What follows belongs to an exercise in optimizing a design on an open flow for small area, a short achievable clock period and few clock cycles per item; a production flow would make more cautious choices.
At most, simulation tests tie the RTL to the original design; equivalence was not proved.
Power is estimated from default activity; no workload was simulated.

## bus_uart_bridge_fifo_core
module bus_uart_bridge_fifo_core #(
    parameter int RING_DEPTH = 256
) (
    input  wire logic        clk,
    input  wire logic        rst_n,
    input  wire logic        s_tvalid,
    output logic             s_tready,
    input  wire logic [7:0]  s_tdata,    
    input  wire logic [2:0]  s_tuser,    
    output logic             m_tvalid,
    input  wire logic        m_tready,
    output logic [bubf_pkg::OUT_W-1:0] m_tdata
);
    logic       in_v, sk_v;
    logic [2:0] sk_f;
    logic [7:0] in_d, sk_d;
    logic       rx_rd, rx_st, tx_rd, rx_wr, tx_wr, ovf, in_cmd, in_rel;
    logic       out_valid;
    logic [7:0] out_bus_data, out_tx_byte;
    logic       out_bus_drive, out_wait_release, out_tx_valid, out_overflow;
    logic [bubf_pkg::DIV_W-1:0] divisor_x;
    logic [3:0] ph;
    logic       adv, acc, ld_in;
    logic       rx_push, rx_pop, tx_push, tx_pop;
    logic       rx_nempty_n, rx_full_n, tx_nempty_n, tx_full_n;
    logic [7:0] rx_dout, tx_dout;
    logic       sk_v_o;
    assign s_tready = !sk_v_o;
    assign acc      = s_tvalid && !sk_v;
    assign adv      = !out_valid || m_tready;
    assign ld_in    = !in_v || adv;
    assign rx_pop  = adv && rx_rd;
    assign rx_push = adv && rx_wr;
    assign tx_pop  = adv && tx_rd;
    assign tx_push = adv && tx_wr;
    bubf_ring_ram u_rx_ram (
        .clk      (clk),
        .rst_n    (rst_n),
        .ph       (ph),
        .push     (rx_push),
        .pop      (rx_pop),
        .rd_sel   (rx_rd),
        .din      (in_d),
        .dout     (rx_dout),
        .nempty_n (rx_nempty_n),
        .full_n   (rx_full_n)
    );
    bubf_ring_ram u_tx_ram (
        .clk      (clk),
        .rst_n    (rst_n),
        .ph       (ph),
        .push     (tx_push),
        .pop      (tx_pop),
        .rd_sel   (tx_rd),
        .din      (in_d),
        .dout     (tx_dout),
        .nempty_n (tx_nempty_n),
  ...
Size in the first run: roughly 6900 cells after synthesis.
clock: 4.8 ns
lec_check: 0
cap_margin: 20
core_margin: 2
core_utilization: 52
place_density: 0.62
setup_slack_margin: 2.4
slew_margin: 20
standard.sh (not shown) runs the stock make flow with config.mk's settings and CLKGATE_MAP_FILE= SYNTH_SCRIPT=/design/flow/synth_recipe.tcl, a recipe that flattens the netlist after the stock synthesis.
==> flow/flow/run.sh <==
#!/bin/bash
# Standard layout, with clock tree synthesis told to build larger sink
# clusters and to add no dummy loads, and the port buffers made buf_4.
set -euo pipefail
export CTS_ARGS="-sink_clustering_enable -repair_clock_nets -dont_use_dummy_load -sink_clustering_size 30 -sink_clustering_max_diameter 60"
export BUFFER_PORTS_ARGS="-buffer_cell sky130_fd_sc_hd__buf_4"
bash standard.sh finish > standard_flow.log 2>&1
Testbench counts at the start, summed over its fixed seeds: cycles 48,016, items 48,000.
Next try:
--- a/flow/design.v
+++ b/flow/design.v
@@ -74,31 +74,31 @@
 );
     logic [3:0]   head_s, tail_s;
     logic [7:0]   cnt;
     logic         nempty_r, full_r, cnt_ge16, cnt_gt16;
     logic [15:0]  pend, hv, fire_r;
     logic [15:0]  hlt, lt, win;
     logic [15:0]  toh, hoh;
     logic [127:0] wbuf, hreg;
     logic [127:0] tap;
     logic [15:0]  cap, rdl, ld, fire_n;
     assign nempty_n = push || (pop ? (cnt != 8'd1) : nempty_r);
     assign full_n   = push ? (cnt == 8'd254) : (!pop && full_r);
-    assign toh[0] = !lt[0];
+    logic [15:0] toh_x;
+    assign toh = toh_x ^ 16'h0001;
     assign hoh[0] = !hlt[0];
     genvar k;
     generate
         for (k = 1; k < 16; k = k + 1)
         begin : g_toh
-            assign toh[k] = lt[k-1] && !lt[k];
             assign hoh[k] = hlt[k-1] && !hlt[k];
         end
     endgenerate
     logic [7:0] h_at, w_at;
     logic       hv_at;
     always_comb
     begin
         h_at  = 8'h00;
         w_at  = 8'h00;
         hv_at = 1'b0;
         for (int i = 0; i < 16; i++)
         begin
@@ -175,47 +175,49 @@
             end
         end
     endgenerate
     always_ff @(posedge clk or negedge rst_n)
     begin
         if (!rst_n)
         begin
             head_s   <= '0;
             tail_s   <= '0;
             cnt      <= '0;
             hlt      <= '0;
             lt       <= '0;
+            toh_x    <= '0;
             nempty_r <= 1'b0;
             full_r   <= 1'b0;
             cnt_ge16 <= 1'b0;
             cnt_gt16 <= 1'b0;
         end
         else
         begin
             if (push)
             begin
                 if (hoh[15])
                     head_s <= 4'(head_s + 4'd1);
                 hlt      <= hoh[15] ? 16'h0000 : {hlt[14:0], 1'b1};
                 cnt      <= cnt + 8'd1;
                 nempty_r <= 1'b1;
                 full_r   <= (cnt == 8'd254);
                 cnt_ge16 <= (cnt > 8'd14);
                 cnt_gt16 <= (cnt > 8'd15);
             end
             else if (pop)
             begin
                 if (toh[15])
                     tail_s <= 4'(tail_s + 4'd1);
                 lt       <= toh[15] ? 16'h0000 : {lt[14:0], 1'b1};
+                toh_x    <= {toh[14:0], toh[15]} ^ 16'h0001;
                 cnt      <= cnt - 8'd1;
                 nempty_r <= (cnt != 8'd1);
                 full_r   <= 1'b0;
                 cnt_ge16 <= (cnt > 8'd16);
                 cnt_gt16 <= (cnt > 8'd17);
             end
         end
     end
 endmodule
 `default_nettype wire
 `default_nettype none
 module bus_uart_bridge_fifo_core #(
@@ -226,25 +228,25 @@
     input  wire logic        s_tvalid,
     output logic             s_tready,
     input  wire logic [7:0]  s_tdata,    
     input  wire logic [2:0]  s_tuser,    
     output logic             m_tvalid,
     input  wire logic        m_tready,
     output logic [bubf_pkg::OUT_W-1:0] m_tdata
 );
     logic       in_v, sk_v;
     logic [2:0] sk_f;
     logic [7:0] in_d, sk_d;
     logic       rx_rd, rx_st, tx_rd, rx_wr, tx_wr, ovf, in_cmd, in_rel;
-    logic       out_valid;
+    logic       out_valid, out_valid_o;
     logic [7:0] out_bus_data, out_tx_byte;
     logic       out_bus_drive, out_wait_release, out_tx_valid, out_overflow;
     logic [bubf_pkg::DIV_W-1:0] divisor_x;
     logic [3:0] ph;
     logic       adv, acc, ld_in;
     logic       rx_push, rx_pop, tx_push, tx_pop;
     logic       rx_nempty_n, rx_full_n, tx_nempty_n, tx_full_n;
     logic [7:0] rx_dout, tx_dout;
     logic       sk_v_o;
     assign s_tready = !sk_v_o;
     assign acc      = s_tvalid && !sk_v;
     assign adv      = !out_valid || m_tready;
@@ -314,46 +316,51 @@
             in_rel <= new_v && (f_sel[2] == 1'b0);
         end
     end
     always_ff @(posedge clk or negedge rst_n)
     begin
         if (!rst_n)
         begin
             ph          <= '0;
             in_v        <= 1'b0;
             sk_v        <= 1'b0;
             sk_v_o      <= 1'b0;
             out_valid   <= 1'b0;
+            out_valid_o <= 1'b0;
             divisor_x   <= '0;
         end
         else
         begin
             ph <= ph + 4'd1;
             if (ld_in)
             begin
                 in_v <= new_v;
                 sk_v <= 1'b0;
             end
             else if (acc)
             begin
                 sk_v <= 1'b1;
             end
             if (ld_in)
                 sk_v_o <= 1'b0;
             else if (s_tvalid && !sk_v_o)
                 sk_v_o <= 1'b1;
             if (adv)
             begin
                 out_valid <= in_v;
             end
+            if (!out_valid_o || m_tready)
+            begin
+                out_valid_o <= in_v;
+            end
             if (adv && in_cmd)
             begin
                 divisor_x <= bubf_pkg::divisor_lookup(in_d) ^ 13'h0004;
             end
         end
     end
     always_ff @(posedge clk)
     begin
         if (ld_in)
         begin
             in_d <= d_sel;
         end
@@ -375,20 +382,20 @@
             out_overflow     <= 1'b0;
         end
         else if (adv)
         begin
             out_bus_data     <= bus_data_n;
             out_bus_drive    <= in_st || rx_rd;
             out_wait_release <= in_rel;
             out_tx_byte      <= tx_dout;
             out_tx_valid     <= tx_rd;
             out_overflow     <= ovf;
         end
     end
-    assign m_tvalid = out_valid;
+    assign m_tvalid = out_valid_o;
     assign m_tdata  = {
         (bubf_pkg::OUT_W - bubf_pkg::OUT_BITS)'(0),
         out_overflow, divisor_x ^ 13'h0004, out_tx_valid, out_tx_byte,
         out_wait_release, out_bus_drive, out_bus_data
     };
 endmodule
 `default_nettype wire
Effect: Worst hold slack gains 0.019 ns. Setup slack degrades by 0.0084 ns. Clock skew barely changes. Register-to-register slack is about the same. Routed wire length rose slightly. Final cell count barely changes. Total power came out lower slightly. Fmax shrinks slightly. Flip-flop and latch count is higher by 31. Clock power goes up by a few percent.
For the second run of this note, only the layout was checked, not whether the RTL still works.

---

the reference run:
Starting RTL as in the previous note.
==> flow/design.v (excerpt) <==
module bus_uart_bridge_fifo_core #(
    parameter int RING_DEPTH = 256
) (
    input  wire logic        clk,
    input  wire logic        rst_n,
    input  wire logic        s_tvalid,
    output logic             s_tready,
    input  wire logic [7:0]  s_tdata,    
    input  wire logic [2:0]  s_tuser,    
    output logic             m_tvalid,
    input  wire logic        m_tready,
    output logic [bubf_pkg::OUT_W-1:0] m_tdata
);
==> module bubf_ring_ram, before the edit <==
module bubf_ring_ram (
    input  wire logic       clk,
    input  wire logic       rst_n,
    input  wire logic [3:0] ph,
    input  wire logic       push,
    input  wire logic       pop,
    input  wire logic       rd_sel,    
    input  wire logic [7:0] din,
    output logic      [7:0] dout,      
    output logic            nempty_n,  
    output logic            full_n     
);
    logic [3:0]   head_s, tail_s;
    logic [7:0]   cnt;
    logic         nempty_r, full_r, cnt_ge16, cnt_gt16;
    logic [15:0]  pend, hv, fire_r;
    logic [15:0]  hlt, lt, win;
    logic [15:0]  toh, hoh;
    logic [127:0] wbuf, hreg;
    logic [127:0] tap;
    logic [15:0]  cap, rdl, ld, fire_n;
    assign nempty_n = push || (pop ? (cnt != 8'd1) : nempty_r);
    assign full_n   = push ? (cnt == 8'd254) : (!pop && full_r);
    assign toh[0] = !lt[0];
    assign hoh[0] = !hlt[0];
    genvar k;
    generate
        for (k = 1; k < 16; k = k + 1)
        begin : g_toh
            assign toh[k] = lt[k-1] && !lt[k];
            assign hoh[k] = hlt[k-1] && !hlt[k];
        end
    endgenerate
    logic [7:0] h_at, w_at;
    logic       hv_at;
    always_comb
    begin
        h_at  = 8'h00;
        w_at  = 8'h00;
        hv_at = 1'b0;
        for (int i = 0; i < 16; i++)
        begin
            h_at  = h_at  | (hreg[i*8 +: 8] & {8{toh[i]}});
            w_at  = w_at  | (wbuf[i*8 +: 8] & {8{toh[i]}});
            hv_at = hv_at | (hv[i] & toh[i]);
        end
    end
    assign dout = (h_at & {8{rd_sel && hv_at}}) | (w_at & {8{rd_sel && !hv_at}});
    logic f0, f1, ne0, e0, e1, h_inc, t_inc;
    assign e0 = !ne0;
    assign h_inc = push && hoh[15];
    assign t_inc = pop && toh[15];
    always_ff @(posedge clk or negedge rst_n)
    begin
        if (!rst_n)
        begin
            f0 <= 1'b0;
            f1 <= 1'b0;
            ne0 <= 1'b0;
            e1  <= 1'b0;
        end
        else
        begin
            f0 <= h_inc ? f0 : f1;
            f1 <= h_inc ? f1 : (4'(ph + 4'd3) == head_s);
            ne0 <= t_inc ? ne0 : (4'(ph + 4'd1) != tail_s);
            e1  <= t_inc ? e1 : e0;
        end
    end
    genvar l;
    generate
        for (l = 0; l < 16; l = l + 1)
        begin : g_loop
            logic [127:0] sr;
            logic         cap_keep, cap_pop;
            assign fire_n[l] = ld[l] ? f0
                                     : (pend[l] && (hlt[l] ? f0 : f1));
            assign tap[l*8 +: 8] = fire_r[l] ? wbuf[l*8 +: 8] : sr[127:120];
            always_ff @(posedge clk)
            begin
                sr <= {sr[119:0], tap[l*8 +: 8]};
            end
            assign rdl[l]   = pop && toh[l];
            assign cap_keep = !hv[l] && win[l] && (lt[l] ? e1 : e0);
            assign cap_pop  = toh[l] ? (cnt_gt16 && e1) : cap_keep;
            assign cap[l]   = pop ? cap_pop : cap_keep;
            assign ld[l]    = push && hoh[l];
            always_ff @(posedge clk)
            begin
                if (ld[l])
                    wbuf[l*8 +: 8] <= din;
                if (cap[l])
                    hreg[l*8 +: 8] <= tap[l*8 +: 8];
                fire_r[l] <= fire_n[l];
            end
            always_ff @(posedge clk or negedge rst_n)
            begin
                if (!rst_n)
                begin
                    pend[l]   <= 1'b0;
                    hv[l]     <= 1'b0;
                    win[l]    <= 1'b0;
                end
                else
                begin
                    pend[l]   <= ld[l] || (pend[l] && !fire_r[l]);
                    hv[l]     <= cap[l] || (hv[l] && !rdl[l]);
                    if (ld[l] && !cnt_ge16)
                        win[l] <= 1'b1;
                    else if (rdl[l] && !cnt_gt16)
                        win[l] <= 1'b0;
                end
            end
        end
    endgenerate
    always_ff @(posedge clk or negedge rst_n)
    begin
        if (!rst_n)
        begin
            head_s   <= '0;
            tail_s   <= '0;
            cnt      <= '0;
            hlt      <= '0;
            lt       <= '0;
            nempty_r <= 1'b0;
            full_r   <= 1'b0;
            cnt_ge16 <= 1'b0;
            cnt_gt16 <= 1'b0;
        end
        else
        begin
            if (push)
            begin
                if (hoh[15])
                    head_s <= 4'(head_s + 4'd1);
                hlt      <= hoh[15] ? 16'h0000 : {hlt[14:0], 1'b1};
                cnt      <= cnt + 8'd1;
                nempty_r <= 1'b1;
                full_r   <= (cnt == 8'd254);
                cnt_ge16 <= (cnt > 8'd14);
                cnt_gt16 <= (cnt > 8'd15);
            end
            else if (pop)
            begin
                if (toh[15])
                    tail_s <= 4'(tail_s + 4'd1);
                lt       <= toh[15] ? 16'h0000 : {lt[14:0], 1'b1};
                cnt      <= cnt - 8'd1;
                nempty_r <= (cnt != 8'd1);
                full_r   <= 1'b0;
                cnt_ge16 <= (cnt > 8'd16);
                cnt_gt16 <= (cnt > 8'd17);
            end
        end
    end
endmodule
clock: 4.8 ns
lec_check: 0
abc_clock_period_in_ps: 2200
cap_margin: 20
core_margin: 2
core_utilization: 60
place_density: 0.7
setup_slack_margin: 2.4
slew_margin: 20
==> flow/flow/run.sh <==
#!/bin/bash
# Standard layout, with clock tree synthesis told to build larger sink
# clusters and to add no dummy loads.
set -euo pipefail
export CTS_ARGS="-sink_clustering_enable -repair_clock_nets -dont_use_dummy_load -sink_clustering_size 30 -sink_clustering_max_diameter 60"
bash standard.sh finish > standard_flow.log 2>&1
Testbench counts of the reference run, summed over its fixed seeds: cycles 48,016, items 48,000.
> inputs changed (the reference run -> the trial run)
--- a/flow/design.v
+++ b/flow/design.v
@@ -90,27 +90,23 @@
         for (k = 1; k < 16; k = k + 1)
         begin : g_toh
             assign toh[k] = lt[k-1] && !lt[k];
             assign hoh[k] = hlt[k-1] && !hlt[k];
         end
     endgenerate
-    logic [7:0] h_at, w_at;
-    logic       hv_at;
     always_comb
     begin
-        h_at  = 8'h00;
-        w_at  = 8'h00;
-        hv_at = 1'b0;
+        dout = 8'h00;
         for (int i = 0; i < 16; i++)
         begin
-            h_at  = h_at  | (hreg[i*8 +: 8] & {8{toh[i]}});
-            w_at  = w_at  | (wbuf[i*8 +: 8] & {8{toh[i]}});
-            hv_at = hv_at | (hv[i] & toh[i]);
+            if (rd_sel && toh[i] && hv[i])
+                dout = dout | hreg[i*8 +: 8];
+            if (rd_sel && toh[i] && !hv[i])
+                dout = dout | wbuf[i*8 +: 8];
         end
     end
-    assign dout = (h_at & {8{rd_sel && hv_at}}) | (w_at & {8{rd_sel && !hv_at}});
     logic f0, f1, ne0, e0, e1, h_inc, t_inc;
     assign e0 = !ne0;
     assign h_inc = push && hoh[15];
     assign t_inc = pop && toh[15];
     always_ff @(posedge clk or negedge rst_n)
     begin
[summary]
From the trial run to the reference run, number of enable-type register cells in the synthesized netlist did not move at all. Hold slack ended up 160 ps lower on the trial run than on the reference run. The reference run vs the trial run, largest family of logic cells by synthesized area: compound AO/OA/AOI/OAI gates vs multiplexers. In terms of cell area, the trial run and the reference run differ only marginally. Between the reference run and the trial run, the difference in sequential power is negligible. Against the reference run, the trial run comes in 2.8 points lower on global-route usage. Compared with the reference run, in the trial run final-report max-slew violation count did not really move; clock network area share did not really move; number of placed cells counting well taps went down. Of the reference run and the trial run, the higher total length of routed wires belongs to the reference run.
Function not checked in the trial run: the RTL went through the layout flow alone.

afterwards: timing with drivers on the ports:
No port has a modelled driver above. Below, the same layouts with a new extraction and two added sets of constraints.
Step 1 sets driving cells, clkbuf_16 on the clock port and buf_2 on the other inputs (assumed; they add their load-dependent delay and slew).
Step 2 adds t to the input delays and takes it off the output delays; t is the mean of the earliest and latest rising clock arrival at the registers after step 1. Input paths then give back, and output paths get back, about the clock's delay inside the block.
Three values: no drivers, after step 1, after step 2; two values: the first two.
run	t (ns)	setup slack, ns	worst hold slack (ns)	worst slew at a driven data input, ns
the first run of note 1	0.920	2.348 / 2.257 / 1.786	0.117 / 0.074 / 0.240	0.10
the second run of note 1	0.917	2.340 / 2.252 / 1.680	0.136 / 0.099 / 0.258	0.13
the reference run	0.912	2.315 / 2.225 / 1.432	0.264 / 0.264 / 0.264	0.10
the trial run	0.930	2.179 / 2.179 / 1.525	0.104 / 0.074 / 0.267	0.11
After both steps every run listed still meets setup and hold. For the reference run, which loses most, drivers alone change the setup slack by -0.090 ns; drivers and shift together by -0.883 ns.
